What follows belongs to an exercise in optimizing a design on an open flow for small area, a short achievable clock period and few clock cycles; a production flow would make more cautious choices. At most, simulation tests tie the RTL to the original design; equivalence was not proved. Function not checked in runs 1 and 2: the RTL went through the layout flow alone. Power and IR drop assume default switching activity.

File: constraint.sdc
create_clock -name core_clock -period 22.0 [get_ports {clk}]
set_input_delay 4.4000 -clock core_clock [delete_from_list [all_inputs] [get_ports {clk}]]
set_output_delay 4.4000 -clock core_clock [all_outputs]
set_load 0.01 [all_outputs]
File: standard.sh
#!/bin/bash
# synth_recipe.tcl (not shown) runs the flow's synth.tcl, then flattens the netlist and writes it again
# the make line also repeats each setting of config.mk as NAME=value (left out here)
make -C /OpenROAD-flow-scripts/flow DESIGN_CONFIG=/design/flow/config.mk WORK_HOME=/design/flow/orfs CLKGATE_MAP_FILE= SYNTH_SCRIPT=/design/flow/synth_recipe.tcl "${@:-finish}"
File: flow/run.sh
#!/bin/bash
set -eo pipefail
export SETUP_SLACK_MARGIN=16.5
bash standard.sh > standard.log 2>&1
File: design.v
`default_nettype none
package snow_pkg;
	typedef logic signed [17:0] fx_t;
	typedef logic [3:0] cell_addr_t;
	typedef logic [2:0] wb_addr_t;
	typedef logic [31:0] wb_data_t;
	localparam int NUM_CELLS = 10;
	localparam cell_addr_t SEED_CELL = 4'd4;
	localparam fx_t FX_ONE = 18'sb01_0000000000000000;
	localparam fx_t FX_SIXTH = 18'sb00_0010101010101010;
	localparam wb_addr_t REG_CTRL = 3'd0;
	localparam wb_addr_t REG_ALPHA = 3'd1;
	localparam wb_addr_t REG_BETA = 3'd2;
	localparam wb_addr_t REG_GAMMA = 3'd3;
	localparam wb_addr_t REG_STEP = 3'd4;
	localparam wb_addr_t REG_CELL = 3'd5;
	localparam wb_addr_t REG_LAST_U = 3'd6;
	localparam wb_addr_t REG_LAST_V = 3'd7;
	typedef enum logic [2:0] {SEED, IDLE, FETCH, WAIT_READ, SOLVE, COMMIT} sweep_state_t;
	function automatic fx_t fx_mult(input fx_t a, input fx_t b);
		logic signed [35:0] prod;
		prod = a * b;
		fx_mult = {prod[35], prod[32:16]};
	endfunction
endpackage
`default_nettype wire
`timescale 1ns/100ps
`default_nettype none
module snow_column_top
(
	input wire clk,
	input wire rst,
	input wire wb_cyc,
	input wire wb_stb,
	input wire wb_we,
	input snow_pkg::wb_addr_t wb_adr,
	input snow_pkg::wb_data_t wb_wdata,
	output snow_pkg::wb_data_t wb_rdata,
	output logic wb_ack
);
	typedef logic signed [17:0] fx_t;
	logic req, wr_req;
	logic [17:0] h_alpha, h_beta, h_gamma;
	logic pending;
	logic restart_q;
	assign req = wb_cyc && wb_stb && !wb_ack;
	assign wr_req = req && wb_we;
	logic [16:0] c_alpha;        
	fx_t c_beta, c_gamma;
	fx_t c_sixth;                
	logic [18:0] ring [0:8];     
	logic prev_fz;               
	logic [18:0] last;           
	logic first;                 
	logic [3:0] last_idx;
	logic [3:0] k;
	logic [15:0] sweep;
	logic seeding;
	logic [3:0] cnt;
	logic ready, vready;
	logic dmode;                 
	logic seed_v, seed_4;        
	fx_t vert_q;                 
	logic signed [16:0] acc1;    
	logic [18:0] dsh;            
	logic signed [18:0] acc2;    
	fx_t veff_q;                 
	function automatic fx_t u_of(input logic [18:0] c);
		u_of = c[18] ? 18'sd0 : fx_t'(c[17:0]);
	endfunction
	function automatic fx_t v_of(input logic [18:0] c);
		v_of = c[18] ? fx_t'(c[17:0]) : 18'sd0;
	endfunction
	function automatic logic fz_of(input logic [18:0] c);
		fz_of = !c[17] && c[16];
	endfunction
	logic vcommit, rcommit, commit, shift, force_beta;
	assign vcommit = vready;
	assign rcommit = ready && pending;
	assign commit = vcommit || rcommit;
	assign shift = (seeding && cnt != 4'd8) || rcommit;
	assign force_beta = seeding && !vready;
	logic [18:0] ring_in, seed;
	assign ring_in = (seeding || first) ? seed : last;
	fx_t ub, ut, vert, xs, dlt, t_a, t_b, t_c;
	logic [17:0] v_s, v_c;
	logic signed [18:0] sum1;
	assign ub = (k == 4'd8 || force_beta) ? c_beta : u_of(ring[1]);
	assign ut = (k == 4'd7 || force_beta) ? c_beta : u_of(ring[3]);
	assign xs = fx_t'(acc1 >>> 1);
	assign t_a = dmode ? xs : ut;
	assign t_b = dmode ? c_sixth : ub;
	assign t_c = dmode ? ~u_of(ring[1]) : c_beta;
	csa #(18) vert_csa (.a(t_a), .b(t_b), .c(t_c), .s(v_s), .cy(v_c));
	add_fast #(18) vert_add (.a(v_s), .b(v_c), .ci(dmode), .s(vert));
	assign dlt = vert;
	add_fast #(19) acc1_add (.a({{2{acc1[16]}}, acc1}), .b({vert_q[17], vert_q}), .ci(1'b0), .s(sum1));
	logic [2:0] win;
	logic signed [19:0] a20, mag, pp;
	logic signed [18:0] acc_in, sum2;
	assign win = dsh[2:0];
	assign a20 = {{3{c_alpha[16]}}, c_alpha};
	always_comb begin
		case (win)
			3'b001, 3'b010, 3'b101, 3'b110: mag = a20;
			3'b011, 3'b100: mag = a20 <<< 1;
			default: mag = '0;
		endcase
		pp = win[2] ? ~mag : mag;
	end
	assign acc_in = commit ? 19'sd0 : (acc2 >>> 2);
	add_fast #(19) acc2_add (.a(acc_in), .b(pp[18:0]), .ci(win[2]), .s(sum2));
	fx_t fxp, u0, v1, vsum, veff, raw, s_sum, s_new;
	logic [17:0] s_s, s_c;
	logic sat, hit;
	logic [18:0] result;
	assign v1 = !seed_v ? v_of(ring[1]) : seed_4 ? 18'sh10000 : c_beta;
	add_fast #(18) vsum_add (.a(v1), .b(c_gamma), .ci(1'b0), .s(vsum));
	assign veff = (!vsum[17] && vsum[16]) ? 18'sh10000 : vsum;
	assign seed = seed_v ? {1'b1, vsum} : {1'b0, c_beta};
	assign fxp = {acc2[18], acc2[16:0]};
	assign u0 = u_of(ring[0]);
	add_fast #(18) raw_add (.a(u0), .b(fxp), .ci(1'b0), .s(raw));
	assign sat = !raw[17] && raw[16];
	csa #(18) s_csa (.a(u0), .b(fxp), .c(veff_q), .s(s_s), .cy(s_c));
	add_fast #(18) s_add (.a(s_s), .b(s_c), .ci(1'b0), .s(s_sum));
	assign s_new = sat ? {veff_q[17:16] + 2'd1, veff_q[15:0]} : s_sum;
	assign hit = fz_of(ring[0]) || ((k != 4'd0) && prev_fz) || ((k != 4'd9) && fz_of(ring[1]));
	assign result = {hit, s_new};
	fx_t lu, lv;
	assign lu = u_of(last);
	assign lv = v_of(last);
	always_ff @(posedge clk) begin
		if (rst) begin
			wb_ack <= 1'b0;
			restart_q <= 1'b1;
			h_alpha <= '0;
			h_beta <= '0;
			h_gamma <= '0;
			pending <= 1'b0;
		end else begin
			wb_ack <= req;
			restart_q <= wr_req && (wb_adr == snow_pkg::REG_CTRL) && wb_wdata[0];
			if (wr_req) begin
				case (wb_adr)
					snow_pkg::REG_ALPHA: h_alpha <= wb_wdata[17:0];
					snow_pkg::REG_BETA: h_beta <= wb_wdata[17:0];
					snow_pkg::REG_GAMMA: h_gamma <= wb_wdata[17:0];
					default: ;
				endcase
			end
			if (wr_req && (wb_adr == snow_pkg::REG_STEP) && wb_wdata[0]) begin
				pending <= 1'b1;
			end else if (rcommit) begin
				pending <= 1'b0;
			end
		end
		case (wb_adr)
			snow_pkg::REG_ALPHA: wb_rdata <= {14'd0, h_alpha};
			snow_pkg::REG_BETA: wb_rdata <= {14'd0, h_beta};
			snow_pkg::REG_GAMMA: wb_rdata <= {14'd0, h_gamma};
			snow_pkg::REG_STEP: wb_rdata <= {31'd0, pending};
			snow_pkg::REG_CELL: wb_rdata <= {sweep, 7'd0, fz_of(last), 4'd0, last_idx};
			snow_pkg::REG_LAST_U: wb_rdata <= {{14{lu[17]}}, lu};
			snow_pkg::REG_LAST_V: wb_rdata <= {{14{lv[17]}}, lv};
			default: wb_rdata <= '0;
		endcase
		if (rst) begin
			last <= '0;
			last_idx <= '0;
		end else if (rcommit) begin
			last <= result;
			last_idx <= k;
		end
		if (restart_q) begin
			c_alpha <= h_alpha[17:1];
			c_beta <= h_beta;
			c_gamma <= h_gamma;
		end
		if (rst || restart_q) begin
			seeding <= 1'b1;
			cnt <= 4'd15;
			ready <= 1'b0;
			dmode <= 1'b0;
			vready <= 1'b0;
			seed_v <= 1'b0;
			seed_4 <= 1'b0;
			k <= 4'd9;
			sweep <= '0;
			first <= 1'b1;
		end else begin
			if (commit) begin
				cnt <= '0;
			end else if (seeding || cnt != 4'd8) begin
				cnt <= cnt + 4'd1;
			end
			if (vcommit) begin
				seeding <= 1'b0;
			end
			ready <= !commit && !seeding && (ready || cnt == 4'd7);
			vready <= seeding && cnt == 4'd8;
			dmode <= !commit && (seeding ? (cnt == 4'd7) : (cnt == 4'd6));
			seed_v <= seeding && (cnt == 4'd2 || cnt == 4'd3 || cnt == 4'd4);
			seed_4 <= seeding && cnt == 4'd3;
			if (commit) begin
				k <= (k == 4'd9) ? 4'd0 : k + 4'd1;
			end
			if (rcommit) begin
				first <= 1'b0;
			end
			if (rcommit && k == 4'd9) begin
				sweep <= sweep + 16'd1;
			end
		end
		if (shift) begin
			for (int i = 0; i < 8; i++) begin
				ring[i] <= ring[i + 1];
			end
			ring[8] <= ring_in;
			prev_fz <= fz_of(ring[0]);
		end
		if (commit || (seeding && cnt == 4'd15)) begin
			vert_q <= vert;
		end
		if (restart_q || commit) begin
			acc1 <= '0;
		end else if (cnt <= 4'd6) begin
			acc1 <= 17'(sum1 >>> 2);
		end
		if (seeding && cnt == 4'd7) begin
			c_sixth <= xs;
		end
		if (dmode) begin
			dsh <= {dlt, 1'b0};
		end else if (commit || cnt <= 4'd6) begin
			dsh <= {dsh[18], dsh[18], dsh[18:2]};
		end
		if (commit || cnt <= 4'd7) begin
			acc2 <= sum2;
		end
		if (commit) begin
			veff_q <= veff;
		end
	end
endmodule
module csa #(parameter int W = 18)
(
	input wire [W-1:0] a,
	input wire [W-1:0] b,
	input wire [W-1:0] c,
	output logic [W-1:0] s,
	output logic [W-1:0] cy
);
	logic [W-1:0] m;
	assign s = a ^ b ^ c;
	assign m = (a & b) | (a & c) | (b & c);
	assign cy = {m[W-2:0], 1'b0};
endmodule
module add_fast #(parameter int W = 18)
(
	input wire [W-1:0] a,
	input wire [W-1:0] b,
	input wire ci,
	output logic [W-1:0] s
);
	logic [W-1:0] p0;
	logic [W-1:0] g, p, ng, np;
	always_comb begin
		p0 = a ^ b;
		g = a & b;
		p = p0;
		g[0] = g[0] | (p0[0] & ci);
		for (int l = 0; (1 << l) < W; l++) begin
			ng = g;
			np = p;
			for (int i = 0; i < W; i++) begin
				if (((i >> l) & 1) == 1) begin
					ng[i] = g[i] | (p[i] & g[((i >> l) << l) - 1]);
					np[i] = p[i] & p[((i >> l) << l) - 1];
				end
			end
			g = ng;
			p = np;
		end
		s = p0 ^ {g[W-2:0], ci};
	end
endmodule
`default_nettype wire
File: config.mk
export PLATFORM = sky130hd
export DESIGN_NAME = snow_column_top
export DESIGN_NICKNAME = snow_column_top
export VERILOG_FILES = /design/flow/design.v
export SDC_FILE = /design/flow/constraint.sdc
export NUM_CORES = 4
export LEC_CHECK = 0
export CAP_MARGIN = 20
export CORE_MARGIN = 2
export CORE_UTILIZATION = 40
export SLEW_MARGIN = 20
==> reports/metrics.cfg, run 1 <==
[yosys]
async_flop_share_pct=0
muxShareOfSynthArea_pct=3.25
syn_avg_cell_area_um2=11.3
syn_nets=2231
ys_warn_count=5
ys.flop_type=edfxtp_1
ys_seq_elements=475
syn_area_um2=22900
synthDistinctLibCells=69
synth_top_family_by_area=compound AO/OA/AOI/OAI gates
synth-simple-area-share_pct=11.7
synthCells=2035
synth-xor-area-share_pct=3.10
synth-seq-area-share_pct=55.2
synth_fa_ha_area_share_pct=10.4
synth_compound_area_share_pct=13.1
synth_edf_count=314

[worst_setup_path]
cp.arrival_ns=1.09
required_ns=17.60
slowest_stage=dfxtp_2
critPathKind=reg2out
cp.buffers_inverters=1
crit_family=flip-flops
crit_path_max_fanout=3
rr_startpoint=k[2]
crit_chain=buf_6
cpPeakStageDelay_ns=0.37
r2r_end=dsh[18]
endpoint_kind=primary output
crit_path_start_kind=register
r2r_slack_ns=16.71
ff2ff_path_depth=22

[pwr]
leakage_nw=10.4
peakVddDrop_mv=0.0636
power_density_nw_per_um2=88.5

[place]
gp_congestion=0.904
hpwlAfterDp_um=42900
portBuffers=58
preCtsSetupSlack_ns=15.06

[sta]
max_slew_margin_pct=34.0
tightestPinTransition_ns=0.990
fin_crit_sh_pct=25.0
setup_viol=0
hold_viol_final=0
finClkSkew_ns=0.0217
timing.final.ws_setup_ns=16.51
setup_tns_ns=0
fmax_ghz=0.182
period_needed_ns=5.49
slew_viol_final=0
rsz0062_at_grt=true

[route]
avgViaCountPerCell=5.45
final_antenna_net_count=0
drt_iter0_markers=1556
dr.pass1.iters=5
detail_route.wl_per_cell_um=20.7
wirelength_um=60100
vias=15828
drc=0

[clock_tree]
cts_tree=done
clk_pin_slew_worst_paths_ns=0.06
cts.sinks=475
clock_latency_ns=0.61
ctsLongestPathBuffers=3
cts_root_buf=clkbuf_16
htree_levels=2
numCtsBuffers=52

[global_route]
grt_max_degree=89
grt_pass1_wl_um=92000
overflow=0
grt_pass1_vias=15527
antenna_found_initial=0
grtUsageTotal_pct=20.1

[layout]
antenna_cells=0
nNetsFinal=2300
fillCellCount=5067
drive_above_1_share_pct=11.9
synthToLayoutAreaGrowth_pct=16.0

[floorplan]
chipHeight_um=243
die_x_um=243
start_util_pct=40.6
core_um2=56500
io_pins=73
rows=87
die_area_um2=59200

[job]
max_cap_violations=0

[worst_hold_path]
hp-start=ring[7][2]
min_delay_path_depth=0
holdPathEnd=ring[6][2]
hold_class=reg2reg

[status]
status=no timing/DRC/antenna violations

-- area by class of cell --
type,count,area [um2],share of cell area (%)
sequential,475,12700,47.7
inverter,91,342,1.29
timing repair buffer,114,1010,3.80
clock inverter,21,302,1.13
clock buffer,77,1570,5.91
tap,756,946,3.56
multi-input combinational,1370,9740,36.6
-- metrics by stage --
stage	util, %	cell area (um2)	instances	power, mW	hold slack (ns)
5_1_grt	47.0	26600	2904	2.46	0.420
3_3_place_gp	42.9	24300	2771	1.41	0.400
6_report	47.0	26600	2904	2.35	0.412
3_5_place_dp	43.0	24300	2772	1.43	0.405
2_1_floorplan	-	23000	2035	1.33	0.400
4_1_cts	46.4	26200	2879	2.36	0.409
-- synth_stat cells, types with 4 or more instances --
cell,count,area [um2]
a211oi_1,13,97.6
o211ai_1,9,67.6
dfxtp_1,161,3220
or3_1,10,62.6
and3_1,4,25.0
a21oi_1,184,921
nor3b_1,21,158
buf_2,10,50.1
o21a_1,7,52.6
mux2_2,19,214
inv_1,89,334
nor2b_1,52,325
nand3b_1,6,45.0
mux2i_1,53,531
and2_1,21,131
or2_2,4,25.0
nor3_1,12,60.1
o31ai_1,6,45.0
fa_1,58,1160
clkbuf_1,83,312
o22ai_1,17,106
nand4_1,10,62.6
a21o_1,34,255
a22oi_1,19,143
edfxtp_1,314,9430
xor2_1,35,307
ha_1,98,1230
nor2_1,186,698
a211o_1,4,35.0
o21ai_0,78,390
nand3_1,26,130
a22o_1,36,315
a221oi_1,16,140
buf_1,9,33.8
nand2_1,205,769
o31a_1,4,35.0
a311oi_1,8,70.1
xnor2_1,46,403
nand2b_1,16,100
a31oi_1,8,50.1
-- metal layers --
layer	GRT usage (%)	vias to the layer above	share of wire (%)
met2	32.3	455	47
met5	0	-	0
li1	-	7458	-
met3	2.84	104	5.5
met4	7.74	0	3.4
met1	27.6	7811	45
-- worst max path at each step --
stage                   start            to  slack, ns  depth (start not counted)
CTS                 wb_adr[0]  wb_rdata[17]      16.50                          7
global route           wb_ack        wb_ack      16.48                          1
detailed placement  wb_adr[1]    h_beta[10]      15.06                          6
global placement    wb_adr[1]    h_beta[12]      15.09                          6
floorplan           wb_adr[0]  wb_rdata[18]      16.41                          8
finish                 wb_ack        wb_ack      16.51                          1
-- logic make-up after synthesis --
kind of cell	after synthesis
adders and majority gates	156
DFF	475
xor gates and xnor gates	81
and+or+nand+nor	584
muxes	72
AOI/OAI and AO/OA	474
buffers and inverters	193
-- state kept, by name (all words and copies together), names as in the netlist, 4 cells and up --
signal,flops
ring,171
wb_rdata,32
acc2,19
dsh,19
last,19
c_beta,18
c_gamma,18
h_alpha,18
h_beta,18
h_gamma,18
veff_q,18
vert_q,18
acc1,17
c_alpha,17
c_sixth,16
sweep,16
cnt,4
k,4
last_idx,4
-- where the power goes --
part / leakage, nW / total (mW) / internal [mW] / switching (mW)
combinational: 4.82 / 0.367 / 0.154 / 0.213
clock: 0.911 / 0.932 / 0.559 / 0.373
sequential: 4.63 / 1.05 / 1.01 / 0.0418
total: 10.4 / 2.35 / 1.72 / 0.628
-- cells in the final DEF (no fill, tap or decap), types with 50 or more instances in the layout --
cell	n
edfxtp_1	314
nand2_1	202
a21oi_1	184
nor2_1	182
dfxtp_1	148
ha_1	98
inv_1	89
o21ai_0	74
clkbuf_16	59
fa_1	56
mux2i_1	51
nor2b_1	50
-- what timing repair did --
action / CTS / global route
gates cloned: 1 / 5
pin swaps: 5 / 17
hold buffers: 0 / 0
buffers inserted: 8 / 20
resized for setup: 172 / 35
endpoints found under the setup margin: 157 / 76
==> run 2: changes to the inputs <==
--- a/config.mk
+++ b/config.mk
@@ -8,4 +8,6 @@
 export CAP_MARGIN = 20
 export CORE_MARGIN = 2
 export CORE_UTILIZATION = 40
+export CTS_CLUSTER_DIAMETER = 100
+export CTS_CLUSTER_SIZE = 30
 export SLEW_MARGIN = 20
==> reports/metrics.cfg, run 2 <==
[status]
status=no timing/DRC/antenna violations

[floorplan]
die_x_um=243  ; unchanged
die_area_um2=59200  ; unchanged
io_pins=73  ; unchanged
core_um2=56500  ; unchanged
rows=87  ; unchanged
start_util_pct=40.6  ; unchanged
chipHeight_um=243  ; unchanged

[yosys]
synth-seq-area-share_pct=55.2  ; unchanged
yosys-top-cells-count=314 x edfxtp_1, 205 x nand2_1, 186 x nor2_1
syn_nets=2231  ; unchanged
async_flop_share_pct=0  ; unchanged
syn_area_um2=22900  ; unchanged
synth_edf_count=314  ; unchanged
syn_avg_cell_area_um2=11.3  ; unchanged
synthCells=2035  ; unchanged
synth_top_area_cell=edfxtp_1
ys.flop_type=edfxtp_1
yosys.cell_count.top_type=edfxtp_1
synthDistinctLibCells=69  ; unchanged
ys_warn_count=5  ; unchanged
ys_seq_elements=475  ; unchanged
synth_top_area_share_pct=41.1  ; unchanged
ys_top_cells_by_area=edfxtp_1 41%, dfxtp_1 14%, ha_1 5.3%

[worst_setup_path]
crit_path_start=wb_ack
ff2ff_path_depth=22  ; unchanged
slowest_stage=dfxtp_2
crit_path_max_fanout=3  ; unchanged
crit_chain=buf_2
critPathKind=reg2out
cp.buffers_inverters=1  ; unchanged
crit_family=flip-flops
required_ns=17.60  ; about the same
crit_path_start_kind=register
endpoint_kind=primary output
rr_startpoint=k[2]
cp.arrival_ns=1.08  ; about the same
r2r_end=vert_q[17]
cpPeakStageDelay_ns=0.37  ; about the same
r2r_slack_ns=16.75  ; +0.04 ns

[layout]
synthToLayoutAreaGrowth_pct=11.1
final_common_cell=edfxtp_1
largest_reg_flops=171  ; unchanged
final_cell_mix=314 x edfxtp_1, 202 x nand2_1, 184 x a21oi_1
layoutNonFillerInstCount=2845  ; -2.0%
drive_above_1_share_pct=10.2  ; -1.7 points
largest_register=ring
nNetsFinal=2268  ; -1.4%
largest_registers=ring: 171 flops, wb_rdata: 32 flops
antenna_cells=0  ; unchanged
final_area_um2=25500  ; -4.2%
final_util_pct=45.1  ; -2.0 points

[sta]
hold_viol_final=0  ; unchanged
fmax_ghz=0.182  ; +0.15%
slew_viol_final=0  ; unchanged
max_slew_margin_pct=30.1  ; -3.9 points
finClkSkew_ns=0.0353  ; +0.0136 ns
rsz0062_at_grt=true
setup_viol=0  ; unchanged
tightestPinTransition_ns=1.05  ; +0.0581 ns
holdWs_ns=0.410  ; -0.00202 ns
fin_crit_sh_pct=24.9  ; -0.037 points
period_needed_ns=5.48  ; -0.00820 ns
setup_tns_ns=0  ; unchanged
timing.final.ws_setup_ns=16.52  ; +0.00820 ns

[route]
drt_iter0_markers=1446  ; -7.1%
drc=0  ; unchanged
avgViaCountPerCell=5.48  ; +0.56%
final_antenna_net_count=0  ; unchanged
detail_route.wl_per_cell_um=20.9  ; +0.96%
vias=15594  ; -1.5%
dr.pass1.iters=5  ; unchanged
wirelength_um=59500  ; -1.1%

[global_route]
overflow=0  ; unchanged
grtUsageTotal_pct=19.7  ; -0.44 points
grt_pass1_wl_um=90400  ; -1.7%
antenna_found_initial=0  ; unchanged
grt_max_degree=89  ; unchanged
grt_pass1_vias=15204  ; -2.1%

[clock_tree]
cts_root_buf=clkbuf_16
cts_tree=done
htree_levels=1  ; -1
clock_latency_ns=0.60  ; about the same
ctsLongestPathBuffers=3  ; unchanged
numCtsBuffers=23  ; -56%
clk_pin_slew_worst_paths_ns=0.12  ; +0.06 ns
cts.sinks=475  ; unchanged

[pwr]
pwr-share-comb_pct=18.8  ; +3.2 points
p_total_mw=1.95  ; -17%
p_int_mw=1.38  ; -20%
p_seq_share_pct=54.0  ; +9.3 points
p_sw_share_pct=29.2  ; +2.5 points
power_density_nw_per_um2=76.5  ; -14%
pwr-share-clk_pct=27.2  ; -12 points
peakVddDrop_mv=0.0441  ; -31%
leakage_nw=9.80  ; -5.4%
switching_power_mw=0.569  ; -9.3%

[place]
placed_cells=2772  ; unchanged
preCtsSetupSlack_ns=15.06  ; unchanged
gp_congestion=0.904  ; unchanged
hpwlAfterDp_um=42900  ; unchanged
placed_cell_area_um2=24300  ; unchanged
portBuffers=58  ; unchanged

[worst_hold_path]
hold_class=reg2reg
min_delay_path_depth=0  ; unchanged
holdPathEnd=ring[3][3]
hp-start=ring[4][3]

[job]
max_cap_violations=0  ; unchanged

-- run 2: changes by cell type in the layout (fill, tap and decap cells not counted), sizes merged --
cell | before | now
clkinvlp | 2 | 0
bufinv | 5 | 0
inv | 95 | 96
buf | 87 | 84
clkinv | 10 | 4
clkbuf | 80 | 36
-- run 2: final cells by class --
type,count,area (um2)
fillers,5201,31000
inverters,91,342
clock buffers,33,623
repair buffers,111,965
well taps,756,946
flip-flops and latches,475,12700
multi-input cells,1370,9740
clock inverters,9,159
-- run 2: cell families after synthesis --
logic type / Yosys count / synth area share [%]
AO/OA/AOI/OAI: 474 / 13.1
XOR/XNOR: 81 / 3.10
adder cells (fa/ha/maj): 156 / 10.4
buffers and inverters: 193 / 3.22
flip-flops: 475 / 55.2
multiplexers: 72 / 3.25
AND/OR/NAND/NOR: 584 / 11.7
-- run 2: metal layers --
layer	wire (um)	track usage, %	share of wire, %
met3	3170	2.50	5.3
met2	27600	31.8	46
met4	1870	6.71	3.1
met5	0	0	0
met1	26800	27.4	45
-- run 2: worst max-delay path by stage --
stage	to	cells after the start
after floorplan	wb_rdata[18]	8
after global placement	h_beta[12]	6
after detailed placement	h_beta[10]	6
after CTS	wb_rdata[17]	7
after global routing	wb_ack	1
final	wb_ack	1
-- run 2: power groups by stage --
stage	clock network, mW	registers [mW]	logic (mW)
detailed placement	0	1.07	0.354
global route	0.572	1.06	0.414
CTS	0.543	1.05	0.362
global placement	0	1.07	0.342
floorplan	0	1.05	0.277
finish	0.530	1.05	0.366
-- run 2: repair_timing --
item,CTS,global route
gates cloned,1,5
hold buffers,0,0
resized for setup,186,31
setup endpoints to repair,157,81
setup buffers,9,16
pin swaps,5,15
==> run 3: changes to the inputs <==
--- a/design.v
+++ b/design.v
@@ -42,9 +42,13 @@
 	logic req, wr_req;
 	logic [17:0] h_alpha, h_beta, h_gamma;
 	logic pending;
-	logic restart_q;
+	logic restart_q;             
+	logic restart_now;           
+	logic col_restart;
 	assign req = wb_cyc && wb_stb && !wb_ack;
 	assign wr_req = req && wb_we;
+	assign restart_now = wr_req && (wb_adr == snow_pkg::REG_CTRL) && wb_wdata[0];
+	assign col_restart = restart_q || restart_now;
 	logic [16:0] c_alpha;        
 	fx_t c_beta, c_gamma;
 	fx_t c_sixth;                
@@ -78,7 +82,7 @@
 	assign vcommit = vready;
 	assign rcommit = ready && pending;
 	assign commit = vcommit || rcommit;
-	assign shift = (seeding && cnt != 4'd8) || rcommit;
+	assign shift = seeding || rcommit;
 	assign force_beta = seeding && !vready;
 	logic [18:0] ring_in, seed;
 	assign ring_in = (seeding || first) ? seed : last;
@@ -89,7 +93,7 @@
 	assign ut = (k == 4'd7 || force_beta) ? c_beta : u_of(ring[3]);
 	assign xs = fx_t'(acc1 >>> 1);
 	assign t_a = dmode ? xs : ut;
-	assign t_b = dmode ? c_sixth : ub;
+	assign t_b = !dmode ? ub : seeding ? xs : c_sixth;
 	assign t_c = dmode ? ~u_of(ring[1]) : c_beta;
 	csa #(18) vert_csa (.a(t_a), .b(t_b), .c(t_c), .s(v_s), .cy(v_c));
 	add_fast #(18) vert_add (.a(v_s), .b(v_c), .ci(dmode), .s(vert));
@@ -140,7 +144,7 @@
 			pending <= 1'b0;
 		end else begin
 			wb_ack <= req;
-			restart_q <= wr_req && (wb_adr == snow_pkg::REG_CTRL) && wb_wdata[0];
+			restart_q <= 1'b0;
 			if (wr_req) begin
 				case (wb_adr)
 					snow_pkg::REG_ALPHA: h_alpha <= wb_wdata[17:0];
@@ -172,12 +176,12 @@
 			last <= result;
 			last_idx <= k;
 		end
-		if (restart_q) begin
+		if (col_restart) begin
 			c_alpha <= h_alpha[17:1];
 			c_beta <= h_beta;
 			c_gamma <= h_gamma;
 		end
-		if (rst || restart_q) begin
+		if (rst || col_restart) begin
 			seeding <= 1'b1;
 			cnt <= 4'd15;
 			ready <= 1'b0;
@@ -198,8 +202,8 @@
 				seeding <= 1'b0;
 			end
 			ready <= !commit && !seeding && (ready || cnt == 4'd7);
-			vready <= seeding && cnt == 4'd8;
-			dmode <= !commit && (seeding ? (cnt == 4'd7) : (cnt == 4'd6));
+			vready <= seeding && cnt == 4'd7;
+			dmode <= !commit && cnt == 4'd6;
 			seed_v <= seeding && (cnt == 4'd2 || cnt == 4'd3 || cnt == 4'd4);
 			seed_4 <= seeding && cnt == 4'd3;
 			if (commit) begin
@@ -222,7 +226,7 @@
 		if (commit || (seeding && cnt == 4'd15)) begin
 			vert_q <= vert;
 		end
-		if (restart_q || commit) begin
+		if (col_restart || commit) begin
 			acc1 <= '0;
 		end else if (cnt <= 4'd6) begin
 			acc1 <= 17'(sum1 >>> 2);
--- a/config.mk
+++ b/config.mk
@@ -8,6 +8,4 @@
 export CAP_MARGIN = 20
 export CORE_MARGIN = 2
 export CORE_UTILIZATION = 40
-export CTS_CLUSTER_DIAMETER = 100
-export CTS_CLUSTER_SIZE = 30
 export SLEW_MARGIN = 20
==> reports/metrics.cfg, run 3 <==
[status]
status=no timing/DRC/antenna violations

[clock_tree]
ctsLongestPathBuffers=3  ; unchanged
cts_root_buf=clkbuf_16
htree_levels=2  ; +1
cts_tree=done
numCtsBuffers=53  ; +130%
cts_hold_buffers=0  ; unchanged
cts.sinks=475  ; unchanged
clk_pin_slew_worst_paths_ns=0.06  ; -0.06 ns
clock_latency_ns=0.61  ; about the same

[route]
dr.pass1.iters=6  ; +1
wirelength_um=62800  ; +5.6%
detail_route.wl_per_cell_um=21.4  ; +2.3%
drc=0  ; unchanged
avgViaCountPerCell=5.58  ; +1.8%
vias=16375  ; +5.0%
drt_iter0_markers=1713  ; +18%
final_antenna_net_count=0  ; unchanged

[floorplan]
die_area_um2=59700  ; +0.84%
rows=88  ; +1.1%
die_x_um=244  ; +0.42%
core_um2=57400  ; +1.5%
start_util_pct=40.3  ; -0.27 points
chipHeight_um=244  ; +0.42%
io_pins=73  ; unchanged

[pwr]
pwr-share-comb_pct=17.2  ; -1.6 points
pwr-share-clk_pct=38.8  ; +12 points
p_int_mw=1.75  ; +27%
leakage_nw=10.3  ; +5.6%
power_density_nw_per_um2=90.1  ; +18%
p_total_mw=2.42  ; +24%
p_seq_share_pct=44.0  ; -10 points
p_sw_share_pct=27.5  ; -1.7 points
switching_power_mw=0.665  ; +17%
peakVddDrop_mv=0.0879  ; +99%

[layout]
layoutNonFillerInstCount=2936  ; +3.2%
nNetsFinal=2322  ; +2.4%
synthToLayoutAreaGrowth_pct=16.1
final_cell_mix=314 x edfxtp_1, 218 x nand2_1, 159 x a21oi_1
antenna_cells=0  ; unchanged
drive_above_1_share_pct=12.5  ; +2.3 points
largest_register=ring
final_common_cell=edfxtp_1
largest_reg_flops=171  ; unchanged
fillCellCount=5187  ; -0.27%
largest_registers=ring: 171 flops, wb_rdata: 32 flops

[global_route]
grtUsageTotal_pct=20.8  ; +1.1 points
overflow=0  ; unchanged
grt_max_degree=91  ; +2.2%
grt_pass1_vias=15820  ; +4.1%
antenna_found_initial=0  ; unchanged
grt_pass1_wl_um=95200  ; +5.3%

[worst_setup_path]
endpoint_kind=primary output
crit_path_start_kind=register
cp.arrival_ns=1.07  ; about the same
cpPeakStageDelay_ns=0.33  ; -0.04 ns
r2r_end=vert_q[17]
rr_startpoint=k[2]
cp.buffers_inverters=1  ; unchanged
r2r_slack_ns=16.80  ; +0.05 ns
crit_family=flip-flops
required_ns=17.60  ; about the same
slowest_stage=dfxtp_1
crit_chain=buf_2
ff2ff_path_depth=21  ; -4.5%
critPathKind=reg2out
crit_path_max_fanout=1  ; -2

[sta]
setup_viol=0  ; unchanged
hold_viol_final=0  ; unchanged
max_slew_margin_pct=27.3  ; -2.8 points
fmax_ghz=0.183  ; +0.34%
period_needed_ns=5.47  ; -0.0188 ns
rsz0062_at_grt=false
setup_tns_ns=0  ; unchanged
slew_viol_final=0  ; unchanged
fin_crit_sh_pct=24.8  ; -0.085 points
tightestPinTransition_ns=1.09  ; +0.0414 ns
finClkSkew_ns=0.0227  ; -0.0125 ns

[yosys]
synthCells=2059  ; +1.2%
synth_top_area_cell=edfxtp_1
synth_edf_count=314  ; unchanged
syn_avg_cell_area_um2=11.2  ; -0.32%
synth_top_area_share_pct=40.8  ; -0.35 points
ys.flop_type=edfxtp_1
ys_top_cells_by_area=edfxtp_1 41%, dfxtp_1 14%, ha_1 5.3%
ys_seq_elements=475  ; unchanged
syn_area_um2=23100  ; +0.85%
synth-seq-area-share_pct=54.7  ; -0.47 points
synthDistinctLibCells=77  ; +12%
yosys.cell_count.top_type=edfxtp_1
syn_nets=2255  ; +1.1%
yosys-top-cells-count=314 x edfxtp_1, 218 x nand2_1, 164 x a21oi_1
ys_warn_count=5  ; unchanged
async_flop_share_pct=0  ; unchanged

[place]
gp_congestion=0.902  ; -0.20%
placed_cells=2808  ; +1.3%
portBuffers=58  ; unchanged
hpwlAfterDp_um=43000  ; +0.30%

[worst_hold_path]
hp-start=ring[7][12]
holdPathEnd=ring[6][12]
hold_class=reg2reg
min_delay_path_depth=0  ; unchanged

[job]
max_cap_violations=0  ; unchanged

==> run 3: cell types whose count changed after synthesis, moves of 13 or more <==
cell,before,now
nand2_1,205,218
nor2_1,186,163
o311ai_0,1,15
mux2i_1,53,37
nor2b_1,52,36
o21ai_0,78,115
a21oi_1,184,164
==> run 3: cell type report <==
type / count / area, um2 / area share (%)
Clock buffer: 66 / 1430 / 5.32
Sequential cell: 475 / 12700 / 47.2
Multi-Input combinational cell: 1386 / 9940 / 37.0
Tap cell: 765 / 957 / 3.57
Inverter: 98 / 368 / 1.37
Timing Repair Buffer: 112 / 1040 / 3.88
Clock inverter: 34 / 439 / 1.64
==> run 3: metrics by stage <==
step           setup WS (ns)  util, %  area (um2)  hold slack, ns
2_1_floorplan          15.90        -       23300           0.400
3_3_place_gp           14.73     42.8       24500           0.400
3_5_place_dp           14.71     42.8       24600           0.405
4_1_cts                16.50     46.4       26600           0.415
5_1_grt                16.50     46.8       26800           0.418
6_report               16.53     46.8       26800           0.411
==> run 3: cells by family after synthesis <==
group | count (synthesis) | synth area share (%)
xor gates and xnor gates | 76 | 2.94
adders and majority gates | 156 | 10.3
AOI/OAI and AO/OA | 500 | 13.8
DFF | 475 | 54.7
and+or+nand+nor | 586 | 11.9
muxes | 65 | 2.97
buffers and inverters | 201 | 3.31
==> run 3: worst max path at each step <==
stage	slack, ns	startpoint	cells after the start	end
floorplan	15.90	wb_we	7	acc1[10]
global placement	14.73	wb_stb	8	acc1[11]
detailed placement	14.71	wb_stb	8	acc1[11]
CTS	16.50	wb_ack	1	wb_ack
global route	16.50	wb_cyc	8	acc1[15]
finish	16.53	wb_rdata[2]	1	wb_rdata[2]
==> run 3: power groups by stage <==
stage	Sequential (mW)	Clock [mW]	Combinational, mW
2_1_floorplan	1.06	0	0.316
3_3_place_gp	1.08	0	0.385
3_5_place_dp	1.08	0	0.399
4_1_cts	1.06	0.955	0.410
5_1_grt	1.07	0.990	0.469
6_report	1.06	0.940	0.416
==> run 3: layer usage <==
metal / share of wire, % / vias up / track usage [%] / wire length [um]
met2: 47 / 576 / 33.7 / 29200
li1: - / 7590 / - / -
met4: 3.3 / 0 / 7.19 / 2070
met1: 44 / 8076 / 28.6 / 27500
met5: 0 / - / 0 / 0
met3: 6.3 / 133 / 2.91 / 3960
==> run 3: timing repair <==
action / CTS / global route
pin swaps: 7 / 6
setup endpoints to repair: 238 / 35
gates cloned: 6 / 3
setup buffers: 13 / 6
resized for setup: 179 / 23
Testbench counts of run 3, summed over its fixed seeds: cycles 33,864.
==> run 4: changes to the inputs <==
--- a/config.mk
+++ b/config.mk
@@ -7,5 +7,7 @@
 export LEC_CHECK = 0
 export CAP_MARGIN = 20
 export CORE_MARGIN = 2
-export CORE_UTILIZATION = 40
+export CORE_UTILIZATION = 55
+export CTS_CLUSTER_DIAMETER = 100
+export CTS_CLUSTER_SIZE = 20
 export SLEW_MARGIN = 20
==> reports/metrics.cfg, run 4 <==
[clock_tree]
clk_pin_slew_worst_paths_ns=0.09  ; +0.03 ns
cts_root_buf=clkbuf_16
cts.sinks=475  ; unchanged
ctsLongestPathBuffers=3  ; unchanged
htree_levels=1  ; -1
numCtsBuffers=27  ; -49%
clock_latency_ns=0.61  ; about the same
cts_tree=done
cts_hold_buffers=0  ; unchanged

[global_route]
grt_max_degree=90  ; -1.1%
grt_pass1_wl_um=93600  ; -1.6%
overflow=0  ; unchanged
grt_pass1_vias=15368  ; -2.9%
use_met3_pct=3.01  ; +0.097 points
antenna_found_initial=0  ; unchanged
grtUsageTotal_pct=28.2  ; +7.4 points
use_met1_pct=42.3  ; +14 points
grt_use_met2_pct=44.4  ; +11 points
busiest_layer=met2

[pwr]
power_density_nw_per_um2=78.4  ; -13%
pwr-share-clk_pct=26.3  ; -12 points
p_int_mw=1.43  ; -18%
leakage_nw=9.90  ; -4.3%
peakVddDrop_mv=0.0708  ; -19%
p_sw_share_pct=28.7  ; +1.2 points
pwr-share-comb_pct=21.0  ; +3.8 points
switching_power_mw=0.577  ; -13%
p_seq_share_pct=52.7  ; +8.7 points

[yosys]
synthCells=2059  ; unchanged
ys_top_cells_by_area=edfxtp_1 41%, dfxtp_1 14%, ha_1 5.3%
ys.flop_type=edfxtp_1
syn_avg_cell_area_um2=11.2  ; unchanged
yosys-top-cells-count=314 x edfxtp_1, 218 x nand2_1, 164 x a21oi_1
ys_warn_count=5  ; unchanged
synth_top_area_share_pct=40.8  ; unchanged
syn_area_um2=23100  ; unchanged
ys_seq_elements=475  ; unchanged
yosys.cell_count.top_type=edfxtp_1
synth_top_area_cell=edfxtp_1
synth-seq-area-share_pct=54.7  ; unchanged
synth_edf_count=314  ; unchanged
async_flop_share_pct=0  ; unchanged
synthDistinctLibCells=77  ; unchanged
syn_nets=2255  ; unchanged

[layout]
largest_reg_flops=171  ; unchanged
largest_registers=ring: 171 flops, wb_rdata: 32 flops
drive_above_1_share_pct=11.0  ; -1.6 points
final_common_cell=edfxtp_1
largest_register=ring
antenna_cells=0  ; unchanged
fillCellCount=3432  ; -34%
multi_input_area_um2=9980  ; +0.42%
final_cell_mix=314 x edfxtp_1, 217 x nand2_1, 158 x a21oi_1
synthToLayoutAreaGrowth_pct=10.9
nNetsFinal=2309  ; -0.56%
regArea_um2=12700  ; about the same

[sta]
tightestPinTransition_ns=1.12  ; +0.0349 ns
setup_viol=0  ; unchanged
hold_viol_final=0  ; unchanged
period_needed_ns=5.49  ; +0.0224 ns
fin_crit_sh_pct=24.9  ; +0.10 points
rsz0062_at_grt=true
fmax_ghz=0.182  ; -0.41%
setup_tns_ns=0  ; unchanged
max_slew_margin_pct=24.7  ; -2.6 points
timing.final.ws_setup_ns=16.51  ; -0.0224 ns
slew_viol_final=0  ; unchanged
finClkSkew_ns=0.0320  ; +0.00928 ns

[worst_setup_path]
slowest_stage=or2_4
crit_chain=clkdlybuf4s15_1, buf_12, nor2_4, a31o_4, or2_4, a221o_1
rr_startpoint=seeding
ff2ff_path_depth=21  ; unchanged
cp.buffers_inverters=2  ; +1
required_ns=22.49  ; +4.89 ns
r2r_end=dsh[18]
crit_path_max_fanout=15  ; +14
critPathKind=in2reg
crit_family=compound AO/OA/AOI/OAI gates
cp.arrival_ns=5.98  ; +4.91 ns
r2r_slack_ns=16.76  ; -0.04 ns
endpoint_kind=register
cpPeakStageDelay_ns=0.35  ; +0.02 ns
crit_path_start_kind=input port

[place]
hpwlAfterDp_um=41800  ; -2.8%
gp_congestion=0.878  ; -2.7%
preCtsSetupSlack_ns=14.68  ; -0.0235 ns
portBuffers=58  ; unchanged

[floorplan]
rows=75  ; -15%
core_um2=41800  ; -27%
start_util_pct=55.4  ; +15 points
die_x_um=209  ; -14%
die_area_um2=43700  ; -27%
io_pins=73  ; unchanged
chipHeight_um=209  ; -14%

[route]
drc=0  ; unchanged
wirelength_um=61500  ; -2.0%
dr.pass1.iters=6  ; unchanged
vias=16039  ; -2.1%
avgViaCountPerCell=6.00  ; +7.6%
final_antenna_net_count=0  ; unchanged
drt_iter0_markers=1389  ; -19%
detail_route.wl_per_cell_um=23.0  ; +7.6%

[worst_hold_path]
hold_class=reg2reg
holdPathEnd=ring[4][8]
hp-start=ring[5][8]
min_delay_path_depth=0  ; unchanged

[job]
max_cap_violations=0  ; unchanged

[status]
status=no timing/DRC/antenna violations

## run 4: routing by layer
layer | up-vias | part of all wire, %
met4 | 0 | 2.8
met2 | 456 | 46
met3 | 68 | 5.8
met1 | 7952 | 46
li1 | 7563 | -
met5 | - | 0
## run 4: power groups by stage
| stage | Combinational [mW] | Sequential, mW | Clock, mW |
|---|---|---|---|
| 2_1_floorplan | 0.316 | 1.06 | 0 |
| 6_report | 0.422 | 1.06 | 0.527 |
| 5_1_grt | 0.475 | 1.07 | 0.571 |
| 3_3_place_gp | 0.392 | 1.08 | 0 |
| 3_5_place_dp | 0.403 | 1.08 | 0 |
| 4_1_cts | 0.418 | 1.06 | 0.541 |
## run 4: how the worst max path moves through the flow
stage / startpoint / endpoint / cells past startpoint / slack [ns]
5_1_grt: seeding / dsh[18] / 23 / 16.48
2_1_floorplan: wb_we / acc1[10] / 7 / 15.90
4_1_cts: wb_rdata[19] / wb_rdata[19] / 1 / 16.50
6_report: wb_adr[2] / k[3] / 6 / 16.51
3_3_place_gp: wb_stb / acc1[9] / 8 / 14.78
3_5_place_dp: wb_stb / acc1[9] / 8 / 14.68
## run 4: cell families after synthesis
logic type	count (synthesis)	synth area share, %
and+or+nand+nor	586	11.9
AOI/OAI and AO/OA	500	13.8
DFF	475	54.7
buffers and inverters	201	3.31
adders and majority gates	156	10.3
xor gates and xnor gates	76	2.94
muxes	65	2.97
## run 4: cell type report
type                    count  area share [%]
inverters                  98            1.44
flip-flops and latches    475            49.4
multi-input cells        1389            38.9
clock buffers              48            2.98
repair buffers            122            4.49
well taps                 539            2.63
clock inverters             2          0.0976
## run 4: per-stage QoR
step | cell area, um2 | cells | hold slack (ns) | utilization (%) | total power, mW
final | 25600 | 2673 | 0.407 | 61.4 | 2.01
after global routing | 25600 | 2673 | 0.418 | 61.4 | 2.11
after CTS | 25500 | 2667 | 0.414 | 61.1 | 2.02
after detailed placement | 24300 | 2581 | 0.405 | 58.1 | 1.48
after global placement | 24300 | 2581 | 0.401 | 58.1 | 1.47
after floorplan | 23300 | 2059 | 0.400 | - | 1.37
## run 4: timing repair
action	4_1_cts	5_1_grt
setup endpoints to repair	224	26
pin swaps	14	8
gates resized for setup	198	23
gates cloned	9	2
buffers inserted	27	4
==> run 5: changes to the inputs <==
--- a/config.mk
+++ b/config.mk
@@ -5,9 +5,9 @@
 export SDC_FILE = /design/flow/constraint.sdc
 export NUM_CORES = 4
 export LEC_CHECK = 0
-export CAP_MARGIN = 20
+export CAP_MARGIN = 5
 export CORE_MARGIN = 2
-export CORE_UTILIZATION = 55
+export CORE_UTILIZATION = 40
 export CTS_CLUSTER_DIAMETER = 100
 export CTS_CLUSTER_SIZE = 20
-export SLEW_MARGIN = 20
+export SLEW_MARGIN = 5
==> reports/metrics.cfg, run 5 <==
[yosys]
synth_edf_count=314  ; unchanged
yosys-top-cells-count=314 x edfxtp_1, 218 x nand2_1, 164 x a21oi_1
synthCells=2059  ; unchanged
syn_avg_cell_area_um2=11.2  ; unchanged
ys_top_cells_by_area=edfxtp_1 41%, dfxtp_1 14%, ha_1 5.3%
synthDistinctLibCells=77  ; unchanged
synth_top_area_cell=edfxtp_1
synth-seq-area-share_pct=54.7  ; unchanged
ys.flop_type=edfxtp_1
syn_nets=2255  ; unchanged
yosys.cell_count.top_type=edfxtp_1
async_flop_share_pct=0  ; unchanged
ys_seq_elements=475  ; unchanged
synth_top_area_share_pct=40.8  ; unchanged
ys_warn_count=5  ; unchanged
syn_area_um2=23100  ; unchanged

[floorplan]
core_um2=57400  ; +37%
die_area_um2=59700  ; +37%
rows=88  ; +17%
start_util_pct=40.3  ; -15 points
die_x_um=244  ; +17%
chipHeight_um=244  ; +17%
io_pins=73  ; unchanged

[layout]
largest_reg_flops=171  ; unchanged
final_area_um2=25800  ; +0.65%
antenna_cells=0  ; unchanged
final_util_pct=45.0  ; -16 points
synthToLayoutAreaGrowth_pct=11.6
nNetsFinal=2298  ; -0.48%
final_cell_mix=314 x edfxtp_1, 218 x nand2_1, 159 x a21oi_1
final_common_cell=edfxtp_1
largest_registers=ring: 171 flops, wb_rdata: 32 flops
drive_above_1_share_pct=10.4  ; -0.56 points
largest_register=ring
layoutNonFillerInstCount=2889  ; +8.1%

[global_route]
grt_pass1_vias=15608  ; +1.6%
grtUsageTotal_pct=20.5  ; -7.7 points
grt_pass1_wl_um=94200  ; +0.60%
overflow=0  ; unchanged
grt_max_degree=91  ; +1.1%
antenna_found_initial=0  ; unchanged

[job]
max_cap_violations=0  ; unchanged

[route]
drc=0  ; unchanged
wl_met1_um=27700  ; -2.0%
detail_route.wl_per_cell_um=21.5  ; -6.8%
wirelength_um=62000  ; +0.78%
met3_length_um=3500  ; -1.9%
dr.max_layer_used=met4
wl_met2_um=28900  ; +3.2%
drt_iter0_markers=1651  ; +19%
dr.pass1.iters=6  ; unchanged
vias=16097  ; +0.36%
final_antenna_net_count=0  ; unchanged
avgViaCountPerCell=5.57  ; -7.1%

[place]
placed_cells=2808  ; +8.8%
portBuffers=58  ; unchanged
hpwlAfterDp_um=43000  ; +2.9%
gp_congestion=0.902  ; +2.8%
placed_cell_area_um2=24500  ; +1.1%
preCtsSetupSlack_ns=14.70  ; +0.0134 ns

[worst_setup_path]
required_ns=17.60  ; -4.89 ns
crit_family=flip-flops
crit_path_max_fanout=2  ; -13
crit_path_start_kind=register
cp.buffers_inverters=1  ; -1
endpoint_kind=primary output
cpPeakStageDelay_ns=0.34  ; about the same
crit_path_start=wb_ack
critPathKind=reg2out
slowest_stage=dfxtp_2
cp.arrival_ns=1.07  ; -4.91 ns
rr_startpoint=vready
crit_chain=buf_2

[pwr]
power_density_nw_per_um2=78.8  ; +0.59%
peakVddDrop_mv=0.0663  ; -6.3%
p_total_mw=2.03  ; +1.2%
leakage_nw=9.85  ; -0.45%

[sta]
setup_viol=0  ; unchanged
holdWs_ns=0.413  ; +0.00555 ns
max_slew_margin_pct=19.3  ; -5.4 points
fmax_ghz=0.183  ; +0.35%
hold_viol_final=0  ; unchanged
timing.final.ws_setup_ns=16.53  ; +0.0193 ns
setup_tns_ns=0  ; unchanged
fin_crit_sh_pct=24.9  ; -0.088 points
period_needed_ns=5.47  ; -0.0193 ns
finClkSkew_ns=0.0325  ; +0.000515 ns
slew_viol_final=0  ; unchanged
tightestPinTransition_ns=1.21  ; +0.0813 ns
rsz0062_at_grt=false

[clock_tree]
clock_latency_ns=0.61  ; about the same
cts_root_buf=clkbuf_16
ctsLongestPathBuffers=3  ; unchanged
clk_pin_slew_worst_paths_ns=0.10  ; about the same
cts_tree=done
cts.sinks=475  ; unchanged
numCtsBuffers=28  ; +3.7%
htree_levels=1  ; unchanged

[status]
status=no timing/DRC/antenna violations

[worst_hold_path]
hold_class=reg2reg
hp-start=ring[6][1]

## run 5: cell count changes in the layout (fill, tap and decap cells not counted), sizes merged
| cell | previous run | this run |
|---|---|---|
| or4b | 3 | 1 |
| a31o | 6 | 5 |
| buf | 93 | 81 |
| clkinv | 4 | 5 |
| clkbuf | 50 | 52 |
| or2 | 6 | 8 |
## run 5: kinds of logic (layout without fill, tap and decap cells)
group | Yosys count | after routing | share of synthesized area, %
compound gates | 500 | 502 | 13.8
xor+xnor | 76 | 76 | 2.94
fa+ha+maj | 156 | 156 | 10.3
buf+inv | 201 | 261 | 3.31
flops | 475 | 475 | 54.7
mux | 65 | 65 | 2.97
simple gates | 586 | 589 | 11.9
## run 5: what timing repair did
action | 4_1_cts | 5_1_grt
resized for setup | 185 | 20
hold buffers | 0 | 0
setup endpoints to repair | 239 | 37
setup buffers | 13 | 5
gates cloned | 8 | 3
pin swaps | 7 | 6
## run 5: where the power goes
| part | internal, mW | total, mW | switching, mW |
|---|---|---|---|
| Combinational | 0.176 | 0.415 | 0.239 |
| Sequential | 1.02 | 1.06 | 0.0453 |
| Clock | 0.256 | 0.558 | 0.301 |
## run 5: cell type report
| cell class | instances | area, um2 |
|---|---|---|
| Fill cell | 5299 | 31600 |
| Sequential cell | 475 | 12700 |
| Multi-Input combinational cell | 1388 | 9930 |
| Timing Repair Buffer | 111 | 1030 |
| Tap cell | 765 | 957 |
| Clock buffer | 49 | 822 |
| Inverter | 98 | 368 |
| Clock inverter | 3 | 26.3 |
## run 5: final timing paths
kind	endpoint	slack, ns	cells after the start
setup / recovery	wb_ack	16.53	1
hold / removal	ring[5][1]	0.41	0
setup reg to reg	vert_q[17]	16.72	22
hold reg to reg	ring[5][1]	0.41	0
## run 5: per-layer routing
layer,global-route usage (%),up-vias
li1,-,7521
met1,28.5,7974
met2,33.6,493
met3,2.48,109
met4,5.90,0
met5,0,-
==> run 6: changes to the inputs <==
--- a/config.mk
+++ b/config.mk
@@ -5,9 +5,9 @@
 export SDC_FILE = /design/flow/constraint.sdc
 export NUM_CORES = 4
 export LEC_CHECK = 0
-export CAP_MARGIN = 5
+export CAP_MARGIN = 20
 export CORE_MARGIN = 2
 export CORE_UTILIZATION = 40
 export CTS_CLUSTER_DIAMETER = 100
-export CTS_CLUSTER_SIZE = 20
-export SLEW_MARGIN = 5
+export CTS_CLUSTER_SIZE = 25
+export SLEW_MARGIN = 20
==> reports/metrics.cfg, run 6 <==
[sta]
tightestPinTransition_ns=1.06  ; -0.144 ns
setup_tns_ns=0  ; unchanged
rsz0062_at_grt=true
finClkSkew_ns=0.0212  ; -0.0113 ns
slew_viol_final=0  ; unchanged
fmax_ghz=0.183  ; -0.17%
setup_viol=0  ; unchanged
timing.final.ws_setup_ns=16.52  ; -0.00920 ns
fin_crit_sh_pct=24.9  ; +0.042 points
max_slew_margin_pct=29.2  ; +9.9 points
period_needed_ns=5.48  ; +0.00920 ns
hold_viol_final=0  ; unchanged

[route]
detail_route.wl_per_cell_um=21.5  ; +0.29%
dr.pass1.iters=6  ; unchanged
vias=16237  ; +0.87%
drc=0  ; unchanged
drt_iter0_markers=1761  ; +6.7%
final_antenna_net_count=0  ; unchanged
wirelength_um=62100  ; +0.15%
avgViaCountPerCell=5.63  ; +1.0%

[yosys]
ys_warn_count=5  ; unchanged
async_flop_share_pct=0  ; unchanged
synthDistinctLibCells=77  ; unchanged
syn_avg_cell_area_um2=11.2  ; unchanged
synth_fa_ha_area_share_pct=10.3  ; unchanged
syn_nets=2255  ; unchanged
synth_top_family_by_area=compound AO/OA/AOI/OAI gates
synthCells=2059  ; unchanged
yosys-top-cells-count=314 x edfxtp_1, 218 x nand2_1, 164 x a21oi_1
synth-xor-area-share_pct=2.94  ; unchanged
ys.flop_type=edfxtp_1
yosys.cell_count.top_type=edfxtp_1
synth_compound_area_share_pct=13.8  ; unchanged
synth-simple-area-share_pct=11.9  ; unchanged
synth_top_area_share_pct=40.8  ; unchanged
syn_area_um2=23100  ; unchanged
ys_top_cells_by_area=edfxtp_1 41%, dfxtp_1 14%, ha_1 5.3%
muxShareOfSynthArea_pct=2.97  ; unchanged
ys_seq_elements=475  ; unchanged
synth_edf_count=314  ; unchanged
synth_top_area_cell=edfxtp_1
synth-seq-area-share_pct=54.7  ; unchanged

[floorplan]
core_um2=57400  ; unchanged
rows=88  ; unchanged
die_area_um2=59700  ; unchanged
die_x_um=244  ; unchanged
chipHeight_um=244  ; unchanged
io_pins=73  ; unchanged
start_util_pct=40.3  ; unchanged

[layout]
final_util_pct=44.9  ; -0.094 points
final_common_cell=edfxtp_1
largest_register=ring
final_cell_mix=314 x edfxtp_1, 218 x nand2_1, 159 x a21oi_1
nNetsFinal=2295  ; -0.13%
drive_above_1_share_pct=10.6  ; +0.22 points
largest_registers=ring: 171 flops, wb_rdata: 32 flops
regArea_um2=12700  ; about the same
fillCellCount=5282  ; -0.32%
synthToLayoutAreaGrowth_pct=11.4
multi_input_area_um2=9940  ; about the same
largest_reg_flops=171  ; unchanged

[global_route]
grtUsageTotal_pct=20.4  ; -0.024 points
antenna_found_initial=3  ; +3
grt_pass1_wl_um=93900  ; -0.30%
grt_pass1_vias=15483  ; -0.80%
overflow=0  ; unchanged
grt_max_degree=91  ; unchanged

[place]
hpwlAfterDp_um=43000  ; about the same
gp_congestion=0.902  ; unchanged
preCtsSetupSlack_ns=14.71  ; +0.0101 ns
portBuffers=58  ; unchanged

[status]
status=no timing/DRC/antenna violations

[clock_tree]
cts_root_buf=clkbuf_16
cts_tree=done
cts.sinks=475  ; unchanged
ctsLongestPathBuffers=3  ; unchanged
clk_pin_slew_worst_paths_ns=0.10  ; about the same
cts_hold_buffers=0  ; unchanged
htree_levels=1  ; unchanged
numCtsBuffers=24  ; -14%
clock_latency_ns=0.59  ; -0.02 ns

[worst_setup_path]
critPathKind=in2reg
slowest_stage=a221oi_1
crit_path_max_fanout=18  ; +16
cp.buffers_inverters=3  ; +2
crit_chain=clkdlybuf4s15_2, buf_12, xnor2_1, and3_1, buf_4, a221oi_1, o21ai_0
crit_path_start_kind=input port
crit_family=buffers and inverters
endpoint_kind=register
cpPeakStageDelay_ns=0.40  ; +0.06 ns
required_ns=22.44  ; +4.84 ns
cp.arrival_ns=5.92  ; +4.85 ns

[pwr]
peakVddDrop_mv=0.0760  ; +15%
p_int_mw=1.41  ; -2.5%
pwr-share-clk_pct=25.9  ; -1.5 points
leakage_nw=9.82  ; -0.36%
switching_power_mw=0.584  ; -0.37%
p_seq_share_pct=53.2  ; +1.0 points
pwr-share-comb_pct=20.9  ; +0.5 points
p_sw_share_pct=29.3  ; +0.44 points
power_density_nw_per_um2=77.5  ; -1.7%

[worst_hold_path]
hold_class=reg2reg

[job]
max_cap_violations=0  ; unchanged

==> run 6: final timing paths <==
check / startpoint / slack, ns / cells past startpoint / end
worst min register to register: ring[2][12] / 0.42 / 0 / ring[1][12]
worst max register to register: k[2] / 16.78 / 21 / vert_q[17]
worst min-delay path: ring[2][12] / 0.42 / 0 / ring[1][12]
worst max-delay path: wb_adr[0] / 16.52 / 7 / wb_rdata[0]
==> run 6: per-layer routing <==
| layer | global-route usage, % | routed length [um] | vias up |
|---|---|---|---|
| li1 | - | - | 7513 |
| met2 | 33.5 | 28900 | 540 |
| met1 | 28.7 | 27800 | 8070 |
| met3 | 2.40 | 3380 | 110 |
| met5 | 0 | 23 | - |
| met4 | 5.76 | 1960 | 4 |
==> run 6: kinds of logic after synthesis <==
| logic type | count (synthesis) |
|---|---|
| flops | 475 |
| buf+inv | 201 |
| simple gates | 586 |
| fa+ha+maj | 156 |
| compound gates | 500 |
| mux | 65 |
| xor+xnor | 76 |
==> run 6: metrics by stage <==
step	instance area, um2	power [mW]	hold slack (ns)	instances
4_1_cts	25500	2.00	0.415	2872
5_1_grt	25700	2.10	0.420	2882
3_5_place_dp	24600	1.48	0.405	2808
3_3_place_gp	24500	1.47	0.400	2808
2_1_floorplan	23300	1.37	0.400	2059
6_report	25800	2.00	0.417	2885
==> run 6: timing repair <==
item | 4_1_cts | 5_1_grt
cloned | 7 | 4
setup buffers | 13 | 6
pin swaps | 8 | 6
gates resized for setup | 189 | 22
endpoints found under the setup margin | 239 | 33
==> run 6: worst reg2reg max path: stages (launching register included) <==
cell	delay, ns
dfxtp_2	0.37
nand2b_4	0.16
o31ai_4	0.30
buf_12	0.18
nand2_1	0.06
o311ai_1	0.12
o21ai_1	0.15
fa_1	0.53
inv_1	0.06
ha_1	0.20
fa_2	0.42
a211oi_2	0.21
o21bai_2	0.12
a2111oi_4	0.48
o2111ai_2	0.26
a31oi_4	0.21
o21bai_1	0.11
fa_1	0.46
xor2_2	0.18
xnor2_2	0.16
buf_4	0.14
xnor2_1	0.12
==> run 6: area by class of cell <==
| cell class | instances | area share, % |
|---|---|---|
| timing repair buffer | 113 | 4.13 |
| clock inverter | 6 | 0.248 |
| antenna | 3 | 0.0292 |
| sequential | 475 | 49.2 |
| clock buffer | 38 | 2.62 |
| tap | 765 | 3.72 |
| multi-input combinational | 1387 | 38.6 |
| inverter | 98 | 1.43 |
==> run 6: power groups by stage <==
stage	clock (mW)	sequential, mW	combinational, mW
CTS	0.531	1.06	0.411
floorplan	0	1.06	0.316
global route	0.560	1.07	0.469
global placement	0	1.08	0.385
detailed placement	0	1.08	0.399
finish	0.518	1.06	0.417
==> run 7: changes to the inputs <==
==> flow/run.sh (replaced) <==
#!/bin/bash
set -eo pipefail
export SETUP_SLACK_MARGIN=16.7
bash standard.sh > standard.log 2>&1
--- a/config.mk
+++ b/config.mk
@@ -9,5 +9,5 @@
 export CORE_MARGIN = 2
 export CORE_UTILIZATION = 40
 export CTS_CLUSTER_DIAMETER = 100
-export CTS_CLUSTER_SIZE = 25
+export CTS_CLUSTER_SIZE = 20
 export SLEW_MARGIN = 20
==> reports/metrics.cfg, run 7 <==
[status]
status=no timing/DRC/antenna violations

[clock_tree]
cts_tree=done
clk_pin_slew_worst_paths_ns=0.09  ; about the same
htree_levels=1  ; unchanged
cts.sinks=475  ; unchanged
cts_hold_buffers=0  ; unchanged
numCtsBuffers=28  ; +17%
clock_latency_ns=0.60  ; about the same
ctsLongestPathBuffers=3  ; unchanged
cts_root_buf=clkbuf_16

[yosys]
synth-xor-area-share_pct=2.94  ; unchanged
ys.flop_type=edfxtp_1
ys_seq_elements=475  ; unchanged
syn_area_um2=23100  ; unchanged
yosys.cell_count.top_type=edfxtp_1
synth-simple-area-share_pct=11.9  ; unchanged
yosys-top-cells-count=314 x edfxtp_1, 218 x nand2_1, 164 x a21oi_1
synth_fa_ha_area_share_pct=10.3  ; unchanged
synth_top_area_share_pct=40.8  ; unchanged
synth_compound_area_share_pct=13.8  ; unchanged
syn_nets=2255  ; unchanged
syn_avg_cell_area_um2=11.2  ; unchanged
synth_edf_count=314  ; unchanged
muxShareOfSynthArea_pct=2.97  ; unchanged
synth_top_family_by_area=compound AO/OA/AOI/OAI gates
synthCells=2059  ; unchanged
synthDistinctLibCells=77  ; unchanged
ys_warn_count=5  ; unchanged
synth_top_area_cell=edfxtp_1
async_flop_share_pct=0  ; unchanged
ys_top_cells_by_area=edfxtp_1 41%, dfxtp_1 14%, ha_1 5.3%
synth-seq-area-share_pct=54.7  ; unchanged

[worst_setup_path]
cpPeakStageDelay_ns=0.69  ; +0.29 ns
required_ns=22.45  ; about the same
crit_path_max_fanout=18  ; unchanged
crit_chain=clkdlybuf4s15_2, buf_12, clkbuf_4, or4b_4, nand2_1, a21oi_1
endpoint_kind=register
crit_path_start_kind=input port
cp.arrival_ns=5.92  ; about the same
cp.buffers_inverters=3  ; unchanged
crit_family=simple AND/OR/NAND/NOR gates
slowest_stage=or4b_4
critPathKind=in2reg

[layout]
final_util_pct=45.6  ; +0.71 points
final_common_cell=edfxtp_1
nNetsFinal=2319  ; +1.0%
antenna_cells=0  ; -3
final_cell_mix=314 x edfxtp_1, 218 x nand2_1, 159 x a21oi_1
largest_registers=ring: 171 flops, wb_rdata: 32 flops
largest_reg_flops=171  ; unchanged
synthToLayoutAreaGrowth_pct=13.2
drive_above_1_share_pct=12.3  ; +1.6 points
largest_register=ring

[sta]
hold_viol_final=0  ; unchanged
fin_crit_sh_pct=24.9  ; about the same
period_needed_ns=5.47  ; -0.00530 ns
holdWs_ns=0.420  ; +0.00246 ns
finClkSkew_ns=0.0197  ; -0.00152 ns
timing.final.ws_setup_ns=16.53  ; +0.00530 ns
max_slew_margin_pct=30.1  ; +0.93 points
tightestPinTransition_ns=1.05  ; -0.0140 ns
setup_tns_ns=0  ; unchanged
setup_viol=0  ; unchanged
rsz0062_at_grt=true
fmax_ghz=0.183  ; about the same
slew_viol_final=0  ; unchanged

[route]
wirelength_um=63600  ; +2.5%
final_antenna_net_count=0  ; unchanged
dr.pass1.iters=6  ; unchanged
drt_iter0_markers=1784  ; +1.3%
avgViaCountPerCell=5.62  ; -0.17%
vias=16344  ; +0.66%
detail_route.wl_per_cell_um=21.9  ; +1.6%
drc=0  ; unchanged

[place]
gp_congestion=0.897  ; -0.54%
portBuffers=58  ; unchanged
preCtsSetupSlack_ns=14.72  ; +0.0108 ns
hpwlAfterDp_um=43900  ; +2.1%

[floorplan]
core_um2=57400  ; unchanged
chipHeight_um=244  ; unchanged
rows=88  ; unchanged
io_pins=73  ; unchanged
die_x_um=244  ; unchanged
die_area_um2=59700  ; unchanged
start_util_pct=40.3  ; unchanged

[pwr]
peakVddDrop_mv=0.0633  ; -17%
leakage_nw=9.98  ; +1.7%
p_total_mw=2.04  ; +2.0%
power_density_nw_per_um2=77.9  ; +0.44%

[global_route]
grtUsageTotal_pct=20.9  ; +0.48 points
grt_pass1_wl_um=95400  ; +1.6%
overflow=0  ; unchanged
grt_max_degree=86  ; -5.5%
antenna_found_initial=2  ; -1
grt_pass1_vias=15715  ; +1.5%

[worst_hold_path]
hold_class=reg2reg

[job]
max_cap_violations=0  ; unchanged

==> run 7: per-layer routing <==
metal | up-vias | part of all wire, % | GRT usage [%] | wire length [um]
li1 | 7570 | - | - | -
met1 | 8075 | 44 | 29.3 | 27800
met2 | 577 | 46 | 33.8 | 29500
met3 | 120 | 6.2 | 2.28 | 3960
met4 | 2 | 3.7 | 7.05 | 2320
met5 | - | 0.020 | 0 | 13
==> run 7: final timing paths <==
kind | startpoint | end | slack, ns | depth (start not counted)
min | ring[8][2] | ring[7][2] | 0.42 | 0
min reg2reg | ring[8][2] | ring[7][2] | 0.42 | 0
max reg2reg | ring[1][18] | ring[8][17] | 16.86 | 18
max | wb_adr[2] | h_alpha[3] | 16.53 | 6
==> run 7: cells by family after synthesis <==
| family | Yosys count |
|---|---|
| AND/OR/NAND/NOR | 586 |
| AO/OA/AOI/OAI | 500 |
| flip-flops | 475 |
| buffers and inverters | 201 |
| adder cells (fa/ha/maj) | 156 |
| XOR/XNOR | 76 |
| multiplexers | 65 |
==> run 7: worst reg2reg max path, delay by kind of cell (launching register included) <==
family	cells	cell delay [ns]
compound gates	6	1.43
xor+xnor	2	0.63
fa+ha+maj	3	0.83
buf+inv	4	0.84
flops	1	0.35
mux	1	0.23
simple gates	2	0.61
==> run 7: cell type report <==
cell class	instances	area, um2
clock buffer	48	807
clock inverter	3	31.3
fill	5242	31200
inverter	98	374
multi-input combinational	1386	9940
sequential	475	12700
tap	765	957
timing repair buffer	134	1370
==> run 7: timing repair <==
action | CTS | global route
gates resized for setup | 216 | 44
pin swaps | 9 | 10
gates cloned | 8 | 0
endpoints found under the setup margin | 242 | 109
setup buffers | 19 | 25
==> run 7: power by group <==
group          total (mW)  internal (mW)  switching [mW]  leakage [nW]
logic               0.423          0.180           0.242          4.94
registers            1.06           1.02          0.0469          4.64
clock network       0.551          0.252           0.299         0.401
total                2.04           1.45           0.588          9.98
==> run 7: through the flow <==
| stage | instances | cell area [um2] |
|---|---|---|
| 3_5_place_dp | 2806 | 24600 |
| 5_1_grt | 2909 | 26200 |
| 4_1_cts | 2884 | 25800 |
| 2_1_floorplan | 2059 | 23300 |
| 6_report | 2909 | 26200 |
| 3_3_place_gp | 2804 | 24500 |

separate check: timing with driven ports:
The results above use ideal ports. As a check the final layouts listed here were re-extracted and re-timed, cells and wires unchanged.
Step 1 sets driving cells, clkbuf_16 on the clock port and buf_2 on the other inputs (assumed; they add their load-dependent delay and slew).
Step 2 adds t to the input delays and takes it off the output delays; t is the mean of the earliest and latest rising clock arrival at the registers after step 1. Input paths then give back, and output paths get back, about the clock's delay inside the block.
a / b / c = ideal ports / drivers / drivers and shift; a / b = the first two.
run	shift t [ns]	setup slack, ns	hold slack, ns	worst setup path at the end	worst slew at a driven data input, ns
run 1	0.656	16.508 / 16.455 / 15.882	0.412 / 0.412 / 0.412	input to register	0.05
run 2	0.636	16.516 / 16.461 / 15.919	0.410 / 0.410 / 0.410	input to register	0.04
run 3	0.659	16.534 / 16.475 / 15.899	0.411 / 0.411 / 0.411	input to register	0.04
run 4	0.647	16.512 / 16.476 / 15.892	0.407 / 0.407 / 0.407	input to register	0.07
run 5	0.654	16.531 / 16.471 / 15.902	0.413 / 0.413 / 0.413	input to register	0.04
run 6	0.635	16.522 / 16.485 / 15.927	0.417 / 0.417 / 0.417	input to register	0.04
run 7	0.657	16.527 / 16.483 / 15.913	0.420 / 0.420 / 0.420	input to register	0.06
After both steps setup and hold are still met in every run listed. The setup slack of run 3, which loses most, moves by -0.059 ns with the drivers and by -0.635 ns with both steps.
